This is an optimization exercise on Yosys and OpenROAD, whose aim is small area, a short achievable clock period and few clock cycles, not a production implementation.
In this exercise RTL edits were held to simulation tests only and were not proved equivalent to the original.
Power and IR drop assume default switching activity.

## design/flow/design.v

```verilog
`timescale 1ns / 1ps
package tsf_pkg;
  localparam logic [15:0] HEADER_BYTES  = 16'd20;
  localparam logic [7:0]  TS_KIND       = 8'd8;
  localparam int          MIN_REMAIN    = 10;
  localparam logic [3:0]  TS_LAST_INDEX = 4'd9;
  localparam logic [3:0]  TS_VALUE_END  = 4'd5;
  localparam logic [15:0] POS_MAX       = 16'hFFFF;
  localparam logic [16:0] KIND_GAP = 17'(1 + MIN_REMAIN);
  localparam logic [16:0] LEN_GAP  = 17'(MIN_REMAIN - 1);
  localparam int QUEUE_DEPTH = 4;
  localparam int QUEUE_AW    = $clog2(QUEUE_DEPTH);
  typedef enum logic [1:0] {
    PH_WAIT,
    PH_LEN,
    PH_CAPTURE
  } phase_t;
  typedef enum logic [1:0] {
    OUT_NONE,
    OUT_MISS,
    OUT_HIT
  } outcome_t;
  typedef struct packed {
    logic [7:0]  data;
    logic        first;
    logic        last;
    logic [15:0] total_length;
    logic [15:0] pos;
    logic [16:0] pos_len;
    logic        kind_fail;
  } beat_t;
  typedef struct packed {
    logic        found;
    logic [7:0]  option_kind;
    logic [7:0]  option_length;
    logic [31:0] ts_value;
    logic [31:0] ts_echo;
  } result_t;
endpackage
`timescale 1ns / 1ps
module tsf_front
(
  input  logic        clk,
  input  logic        rst,
  input  logic        in_valid,
  output logic        in_ready,
  input  logic [7:0]  data_byte,
  input  logic        first_byte,
  input  logic        last_byte,
  input  logic [15:0] total_length,
  output logic        beat_valid,
  input  logic        beat_ready,
  output tsf_pkg::beat_t       beat
);
  logic [15:0] pos_cnt;
  logic [15:0] pos;
  logic        take;
  assign in_ready = !beat_valid || beat_ready;
  assign take     = in_valid && in_ready;
  assign pos      = first_byte ? 16'd0 : pos_cnt;
  always_ff @(posedge clk) begin
    if (rst) begin
      pos_cnt    <= 16'd0;
      beat_valid <= 1'b0;
    end else begin
      if (take) begin
        pos_cnt    <= (pos == tsf_pkg::POS_MAX) ? tsf_pkg::POS_MAX : pos + 16'd1;
        beat_valid <= 1'b1;
      end else if (beat_ready) begin
        beat_valid <= 1'b0;
      end
    end
  end
  always_ff @(posedge clk) begin
    if (take) begin
      beat.data         <= data_byte;
      beat.first        <= first_byte;
      beat.last         <= last_byte;
      beat.total_length <= total_length;
      beat.pos          <= pos;
      beat.pos_len      <= {1'b0, pos} + tsf_pkg::LEN_GAP;
      beat.kind_fail    <= ({1'b0, pos} + tsf_pkg::KIND_GAP) > {1'b0, total_length};
    end
  end
endmodule
`timescale 1ns / 1ps
module tsf_queue
(
  input  logic  clk,
  input  logic  rst,
  input  logic  push_valid,
  output logic  push_ready,
  input  tsf_pkg::beat_t push_beat,
  output logic  pop_valid,
  input  logic  pop_ready,
  output tsf_pkg::beat_t pop_beat
);
  localparam int DEPTH = 4;
  localparam int AW    = 2;
  localparam int BW    = 60;   
  logic [BW-1:0]  slots [DEPTH];
  logic [AW-1:0]  wr_ptr;
  logic [AW-1:0]  rd_ptr;
  logic [AW:0]    count;
  logic           push;
  logic           pop;
  assign push_ready = count != 3'd4;
  assign pop_valid  = count != 3'd0;
  assign push       = push_valid && push_ready;
  assign pop        = pop_valid && pop_ready;
  assign pop_beat   = slots[rd_ptr];
  always_ff @(posedge clk) begin
    if (rst) begin
      wr_ptr <= 2'd0;
      rd_ptr <= 2'd0;
      count  <= 3'd0;
    end else begin
      if (push) wr_ptr <= wr_ptr + 2'd1;
      if (pop)  rd_ptr <= rd_ptr + 2'd1;
      if (push && !pop)      count <= count + 3'd1;
      else if (pop && !push) count <= count - 3'd1;
    end
  end
  always_ff @(posedge clk) begin
    if (push) slots[wr_ptr] <= push_beat;
  end
endmodule
`timescale 1ns / 1ps
module tsf_back
(
  input  logic    clk,
  input  logic    rst,
  input  logic    beat_valid,
  output logic    beat_ready,
  input  tsf_pkg::beat_t   beat,
  output logic    out_valid,
  input  logic    out_ready,
  output tsf_pkg::result_t result
);
  logic [15:0] next_option_start, next_option_start_next;
  tsf_pkg::phase_t      parse_phase, parse_phase_next;
  logic [3:0]  capture_count, capture_count_next;
  logic [7:0]  held_length, held_length_next;
  logic [31:0] value_shift, value_shift_next;
  logic [31:0] echo_shift, echo_shift_next;
  logic        resolved, resolved_next;
  tsf_pkg::outcome_t    outcome;
  logic        step;
  logic        len_fail;
  logic [15:0] len_target;
  assign beat_ready = !out_valid || out_ready;
  assign step       = beat_valid && beat_ready;
  assign len_fail   = ({1'b0, beat.pos_len} + {10'd0, beat.data}) > {2'b0, beat.total_length};
  assign len_target = beat.pos + {8'd0, beat.data} - 16'd1;
  always_comb begin
    next_option_start_next = next_option_start;
    parse_phase_next       = parse_phase;
    capture_count_next     = capture_count;
    held_length_next       = held_length;
    value_shift_next       = value_shift;
    echo_shift_next        = echo_shift;
    resolved_next          = resolved;
    outcome                = tsf_pkg::OUT_NONE;
    if (beat.first) begin
      next_option_start_next = tsf_pkg::HEADER_BYTES;
      parse_phase_next       = tsf_pkg::PH_WAIT;
      capture_count_next     = 4'd0;
      held_length_next       = 8'd0;
      value_shift_next       = 32'd0;
      echo_shift_next        = 32'd0;
      resolved_next          = 1'b0;
    end
    if (!resolved_next) begin
      unique case (parse_phase_next)
        tsf_pkg::PH_WAIT: begin
          if (beat.pos == next_option_start_next) begin
            if (beat.data <= 8'd1) begin
              if (beat.kind_fail) outcome = tsf_pkg::OUT_MISS;
              else next_option_start_next = beat.pos + 16'd1;
            end else if (beat.data == tsf_pkg::TS_KIND) begin
              parse_phase_next   = tsf_pkg::PH_CAPTURE;
              capture_count_next = 4'd0;
              held_length_next   = 8'd0;
              value_shift_next   = 32'd0;
              echo_shift_next    = 32'd0;
            end else begin
              parse_phase_next = tsf_pkg::PH_LEN;
            end
          end
        end
        tsf_pkg::PH_LEN: begin
          if (beat.data == 8'd0 || len_fail) begin
            outcome = tsf_pkg::OUT_MISS;
          end else if (beat.data == 8'd1) begin
            if (beat.kind_fail) begin
              outcome = tsf_pkg::OUT_MISS;
            end else begin
              next_option_start_next = beat.pos + 16'd1;
              parse_phase_next       = tsf_pkg::PH_WAIT;
            end
          end else begin
            next_option_start_next = len_target;
            parse_phase_next       = tsf_pkg::PH_WAIT;
          end
        end
        tsf_pkg::PH_CAPTURE: begin
          capture_count_next = capture_count_next + 4'd1;
          if (capture_count_next == 4'd1)
            held_length_next = beat.data;
          else if (capture_count_next <= tsf_pkg::TS_VALUE_END)
            value_shift_next = {value_shift_next[23:0], beat.data};
          else
            echo_shift_next = {echo_shift_next[23:0], beat.data};
          if (capture_count_next == tsf_pkg::TS_LAST_INDEX) outcome = tsf_pkg::OUT_HIT;
        end
        default: begin
          parse_phase_next = tsf_pkg::PH_WAIT;
        end
      endcase
      if (outcome == tsf_pkg::OUT_NONE && beat.last) outcome = tsf_pkg::OUT_MISS;
      if (outcome != tsf_pkg::OUT_NONE) resolved_next = 1'b1;
    end
  end
  always_ff @(posedge clk) begin
    if (rst) begin
      next_option_start <= tsf_pkg::HEADER_BYTES;
      parse_phase       <= tsf_pkg::PH_WAIT;
      capture_count     <= 4'd0;
      held_length       <= 8'd0;
      value_shift       <= 32'd0;
      echo_shift        <= 32'd0;
      resolved          <= 1'b0;
      out_valid         <= 1'b0;
    end else begin
      if (step) begin
        next_option_start <= next_option_start_next;
        parse_phase       <= parse_phase_next;
        capture_count     <= capture_count_next;
        held_length       <= held_length_next;
        value_shift       <= value_shift_next;
        echo_shift        <= echo_shift_next;
        resolved          <= resolved_next;
      end
      if (step && outcome != tsf_pkg::OUT_NONE) out_valid <= 1'b1;
      else if (out_ready)              out_valid <= 1'b0;
    end
  end
  always_ff @(posedge clk) begin
    if (step && outcome != tsf_pkg::OUT_NONE) begin
      if (outcome == tsf_pkg::OUT_HIT) begin
        result.found         <= 1'b1;
        result.option_kind   <= tsf_pkg::TS_KIND;
        result.option_length <= held_length_next;
        result.ts_value      <= value_shift_next;
        result.ts_echo       <= echo_shift_next;
      end else begin
        result <= '0;
      end
    end
  end
endmodule
`timescale 1ns / 1ps
module tcp_timestamp_option_finder
(
  input  logic        clk,
  input  logic        rst,
  input  logic        in_valid,
  output logic        in_ready,
  input  logic [7:0]  data_byte,
  input  logic        first_byte,
  input  logic        last_byte,
  input  logic [15:0] total_length,
  output logic        out_valid,
  input  logic        out_ready,
  output logic        found,
  output logic [7:0]  option_kind,
  output logic [7:0]  option_length,
  output logic [31:0] ts_value,
  output logic [31:0] ts_echo
);
  logic    front_valid;
  logic    front_ready;
  tsf_pkg::beat_t   front_beat;
  logic    queue_valid;
  logic    queue_ready;
  tsf_pkg::beat_t   queue_beat;
  tsf_pkg::result_t result;
  tsf_front u_front (
    .clk          (clk),
    .rst          (rst),
    .in_valid     (in_valid),
    .in_ready     (in_ready),
    .data_byte    (data_byte),
    .first_byte   (first_byte),
    .last_byte    (last_byte),
    .total_length (total_length),
    .beat_valid   (front_valid),
    .beat_ready   (front_ready),
    .beat         (front_beat)
  );
  tsf_queue u_queue (
    .clk        (clk),
    .rst        (rst),
    .push_valid (front_valid),
    .push_ready (front_ready),
    .push_beat  (front_beat),
    .pop_valid  (queue_valid),
    .pop_ready  (queue_ready),
    .pop_beat   (queue_beat)
  );
  tsf_back u_back (
    .clk        (clk),
    .rst        (rst),
    .beat_valid (queue_valid),
    .beat_ready (queue_ready),
    .beat       (queue_beat),
    .out_valid  (out_valid),
    .out_ready  (out_ready),
    .result     (result)
  );
  assign found         = result.found;
  assign option_kind   = result.option_kind;
  assign option_length = result.option_length;
  assign ts_value      = result.ts_value;
  assign ts_echo       = result.ts_echo;
endmodule
```

## design/flow/run.sh

```bash
#!/bin/bash
# synth_recipe.tcl (not shown) runs the flow's synth.tcl, then flattens the netlist and writes it again
# the make line also repeats each setting of config.mk as NAME=value (left out here)
make -C /OpenROAD-flow-scripts/flow DESIGN_CONFIG=/design/flow/config.mk WORK_HOME=/design/flow/orfs CLKGATE_MAP_FILE= SYNTH_SCRIPT=/design/flow/synth_recipe.tcl finish
```

## design/flow/config.mk

```make
export PLATFORM = sky130hd
export DESIGN_NAME = tcp_timestamp_option_finder
export DESIGN_NICKNAME = tcp_timestamp_option_finder
export VERILOG_FILES = /design/flow/design.v
export SDC_FILE = /design/flow/constraint.sdc
export NUM_CORES = 4
export LEC_CHECK = 0
export CAP_MARGIN = 20
export CORE_MARGIN = 2
export CORE_UTILIZATION = 40
export PLACE_DENSITY = 0.6
export SLEW_MARGIN = 20
```

## design/flow/constraint.sdc

```tcl
create_clock -name core_clock -period 6.0 [get_ports {clk}]
set_input_delay 1.2000 -clock core_clock [delete_from_list [all_inputs] [get_ports {clk}]]
set_output_delay 1.2000 -clock core_clock [all_outputs]
set_load 0.01 [all_outputs]
```

==> run notes <==
synthesized netlist by cell type (all sizes together), types with 25 or more instances:
cell,n,area share
edfxtp,373,0.49
nor2,181,0.030
dfxtp,114,0.10
inv,97,0.016
nand2,94,0.016
a21oi,81,0.018
ha,78,0.043
clkbuf,62,0.010
xnor2,61,0.024
mux4,59,0.059
o21ai,55,0.012
nand3,54,0.012
a22o,45,0.017
buf,42,0.011
nor3,40,0.0088
a22oi,37,0.012
nor2b,28,0.0077
a211oi,25,0.0083
xor2,25,0.0097
final cells by class:
| cell class | instances | area, sq um | share of cell area |
|---|---|---|---|
| inverter | 98 | 369 | 0.0141 |
| clock buffer | 67 | 1360 | 0.0518 |
| multi-input combinational | 1126 | 8390 | 0.321 |
| clock inverter | 24 | 221 | 0.00847 |
| timing repair buffer | 146 | 1380 | 0.0527 |
| tap | 756 | 946 | 0.0362 |
| sequential | 487 | 13500 | 0.516 |
routing by layer:
metal | vias up | global-route usage | routed length, um
met2 | 434 | 0.315 | 26700
met1 | 7420 | 0.256 | 24900
li1 | 7000 | - | -
met5 | - | 0 | 0
met3 | 81 | 0.0271 | 2530
met4 | 0 | 0.0508 | 1310
cell usage in the layout, fill, tap and decap left out, drive strengths merged, types with 61 or more instances in the layout:
cell type / instances
nor2: 181
inv: 98
dfxtp: 114
ha: 78
edfxtp: 373
a21oi: 81
clkdlybuf4s50: 104
nand2: 94
clkbuf: 67
xnor2: 61
logic make-up (layout without fill, tap and decap cells):
logic type | count (synthesis) | count (layout) | share of synthesized area
and+or+nand+nor | 509 | 509 | 0.109
DFF | 487 | 487 | 0.594
muxes | 75 | 75 | 0.0658
xor gates and xnor gates | 86 | 86 | 0.0332
buffers and inverters | 202 | 335 | 0.0377
AOI/OAI and AO/OA | 368 | 368 | 0.114
adders and majority gates | 81 | 81 | 0.0457
other | 1 | 7 | 0.000165
worst reg2reg max path: cells and delay by family, from the launching register on:
kind	cells	cell delay, ns
AND/OR/NAND/NOR	5	1.05
buffers and inverters	3	0.66
flip-flops	1	0.59
XOR/XNOR	1	0.12
multiplexers	1	0.68
adder cells (fa/ha/maj)	2	0.69
AO/OA/AOI/OAI	9	1.35
per-stage QoR:
step / cell area (sq um) / power (mW) / cells
floorplan: 22700 / 7.33 / 1815
global placement: 24600 / 8.81 / 2613
detailed placement: 24600 / 8.88 / 2613
CTS: 26200 / 11.9 / 2704
global route: 26200 / 12.5 / 2704
finish: 26200 / 11.8 / 2704
power by group through the flow:
stage / clock, mW / combinational (mW) / sequential [mW]
after floorplan: 0 / 2.96 / 4.37
final: 2.97 / 4.53 / 4.29
after detailed placement: 0 / 4.50 / 4.37
after global routing: 3.18 / 4.98 / 4.34
after global placement: 0 / 4.45 / 4.36
after CTS: 3.04 / 4.53 / 4.30
final timing paths:
kind	cells past startpoint	slack [ns]	startpoint	end
worst min-delay path	1	0.48	u_back.held_length[0]$_SDFFE_PP0P_	u_back.held_length[0]$_SDFFE_PP0P_
worst max register to register	21	0.50	flop	u_back.result[55]$_SDFFCE_PN0P_
worst max-delay path	21	0.50	flop	u_back.result[55]$_SDFFCE_PN0P_
worst min register to register	1	0.48	u_back.held_length[0]$_SDFFE_PP0P_	u_back.held_length[0]$_SDFFE_PP0P_
flip-flops by register name (all words and copies together) (netlist names), named ones only:
| signal | count |
|---|---|
| u_queue.slots | 240 |
| u_back.result | 73 |
| u_front.beat | 60 |
| u_back.value_shift | 32 |
| u_back.echo_shift | 24 |
| u_back.next_option_start | 16 |
| u_front.pos_cnt | 16 |
| u_back.held_length | 8 |
| u_back.capture_count | 4 |
| u_queue.count | 3 |
| u_back.parse_phase | 2 |
| u_queue.rd_ptr | 2 |
| u_queue.wr_ptr | 2 |
| u_back.out_valid | 1 |
| u_back.resolved | 1 |
| u_front.beat_valid | 1 |
==> results.yml <==
cts:
  cts_resized: 0
  clockBufferDepth: 3
  cts_sinks: 487
  clock_latency_ns: 0.62
  clk_pin_slew_worst_paths_ns: 0.06
  tritoncts: "built"
  cts_hold_buf: 0
  htree_levels: 2
  root_buffer: "clkbuf_16"
  cts_buffers: 49
  postCtsSetupRepairBufs: 0
worst_setup_path:
  setup.worst_path.class: "reg2reg"
  crit_path_top_delay_cell: "mux4_2"
  crit_fanout: 49
  cp_cell_sequence: "mux4_2, ha_1, nand2_1, a2bb2oi_1, a21boi_0, nor2_1, o21bai_1, a21oi_1, xnor2_1, ha_1, nand4_1, a211oi_1, a2111o_1, a221o_1, a21oi_1, buf_4, nand3_1, a21oi_1, buf_4, nor2_4, buf_12"
  critical-path-top-delay-family: "compound AO/OA/AOI/OAI gates"
  critPathArrivalTime_ns: 5.78
  worstPathRequired_ns: 6.28
  end_kind: "flop"
  cp_common_cell: "a21oi_1"
  start_kind: "flop"
  cp.buffers_inverters: 3
  slowest_delay_ns: 0.68
synthesis:
  async_flop_share: 0
  yosysSeqAreaShare: 0.594
  ys_dominant_reg_cell: "edfxtp_1"
  synth_edf_count: 373
  syn_area_sq_um: 22700
  syn_area_per_cell_sq_um: 12.5
  yosys_warnings: 3
  ys_types: 85
  syn_inst: 1809
  ys_ff_latch: 487
routing:
  avgViaCountPerCell: 5.52
  drtAntennaViolNets: 0
  firstDrtPassIters: 9
  num_vias: 14900
  totalWireLength_um: 55500
  drt_iter0_markers: 1269
  drc_errors: 0
  wl_per_cell_um: 20.5
timing:
  rsz0062_at_grt: "false"
  setup_ws_ns: 0.496
  fin_crit_ns: 5.50
  final_hold_viol_count: 0
  worst_pin_slew_ns: 1.01
  fin_skew_ns: 0.0319
  setup_violations: 0
  fmax_mhz: 182
  hold_slack_ns: 0.484
  fin_setup_tns_ns: 0
  fin_crit_sh: 0.917
  slew_headroom: 0.324
  slew_violations: 0
power_and_ir_drop:
  p_int_mw: 7.57
  pwr-share-clk: 0.252
  p_comb_frac: 0.384
  p_leak_nw: 9.00
  power_density_nw_per_um2: 451
  p_sw_mw: 4.22
  sw_frac_of_total: 0.358
  seqPwrFrac: 0.364
  vdd_drop_max_mv: 0.237
floorplanning:
  core_sq_um: 56300
  io_pins: 113
  core.rowCount: 87
  die_y_um: 242
  die_x_um: 242
  start_util: 0.403
  die_area_sq_um: 58600
cells_and_area:
  fin_nets: 2019
  fillers: 5063
  final_util: 0.465
  syn2layout_area_growth_pct: 15.3
  antenna_cells: 0
  drive_gt1_frac: 0.105
placement:
  dp_slack_ns: 0.466
  gp_congestion: 0.889
  hpwl_um: 38300
  port_buffers: 105
grt:
  grt_antenna_before_repair: 0
  grt_max_degree: 61
  gr-usage-all-layers: 0.188
  grt_pass1_vias: 14600
  overflow: 0
  grt_pass1_wl_um: 86400
min_path:
  hold_class: "reg2reg"
status:
  status: "timing/DRC/antenna clean"
job:
  maxCapViolations: 0
Testbench counts, summed over its fixed seeds: cycles 24,217.

==> what the ideal ports hide <==
No port has a modelled driver above. Below, the same layout with a new extraction and two added sets of constraints.
Step 1 (the two cells are an assumption about what drives the block):
set clk [get_ports {clk}]
set_driving_cell -lib_cell sky130_fd_sc_hd__clkbuf_16 $clk
set_driving_cell -lib_cell sky130_fd_sc_hd__buf_2 [delete_from_list [all_inputs] $clk]
Step 2 also shifts input and output timing later by t, the mid clock arrival at the registers, as if the neighbouring blocks saw the same clock.
Slacks: ideal / step 1 / step 2; pairs: ideal / step 1.
shift t [ns]: 0.659
setup WS [ns]: 0.496 / 0.496 / 0.496
worst setup path after step 2: register to register
worst data-port slew with drivers (ns): 0.05
After both steps setup and hold are still met in this run. For this run, drivers alone change the setup slack by 0.000 ns; drivers and shift together by 0.000 ns.
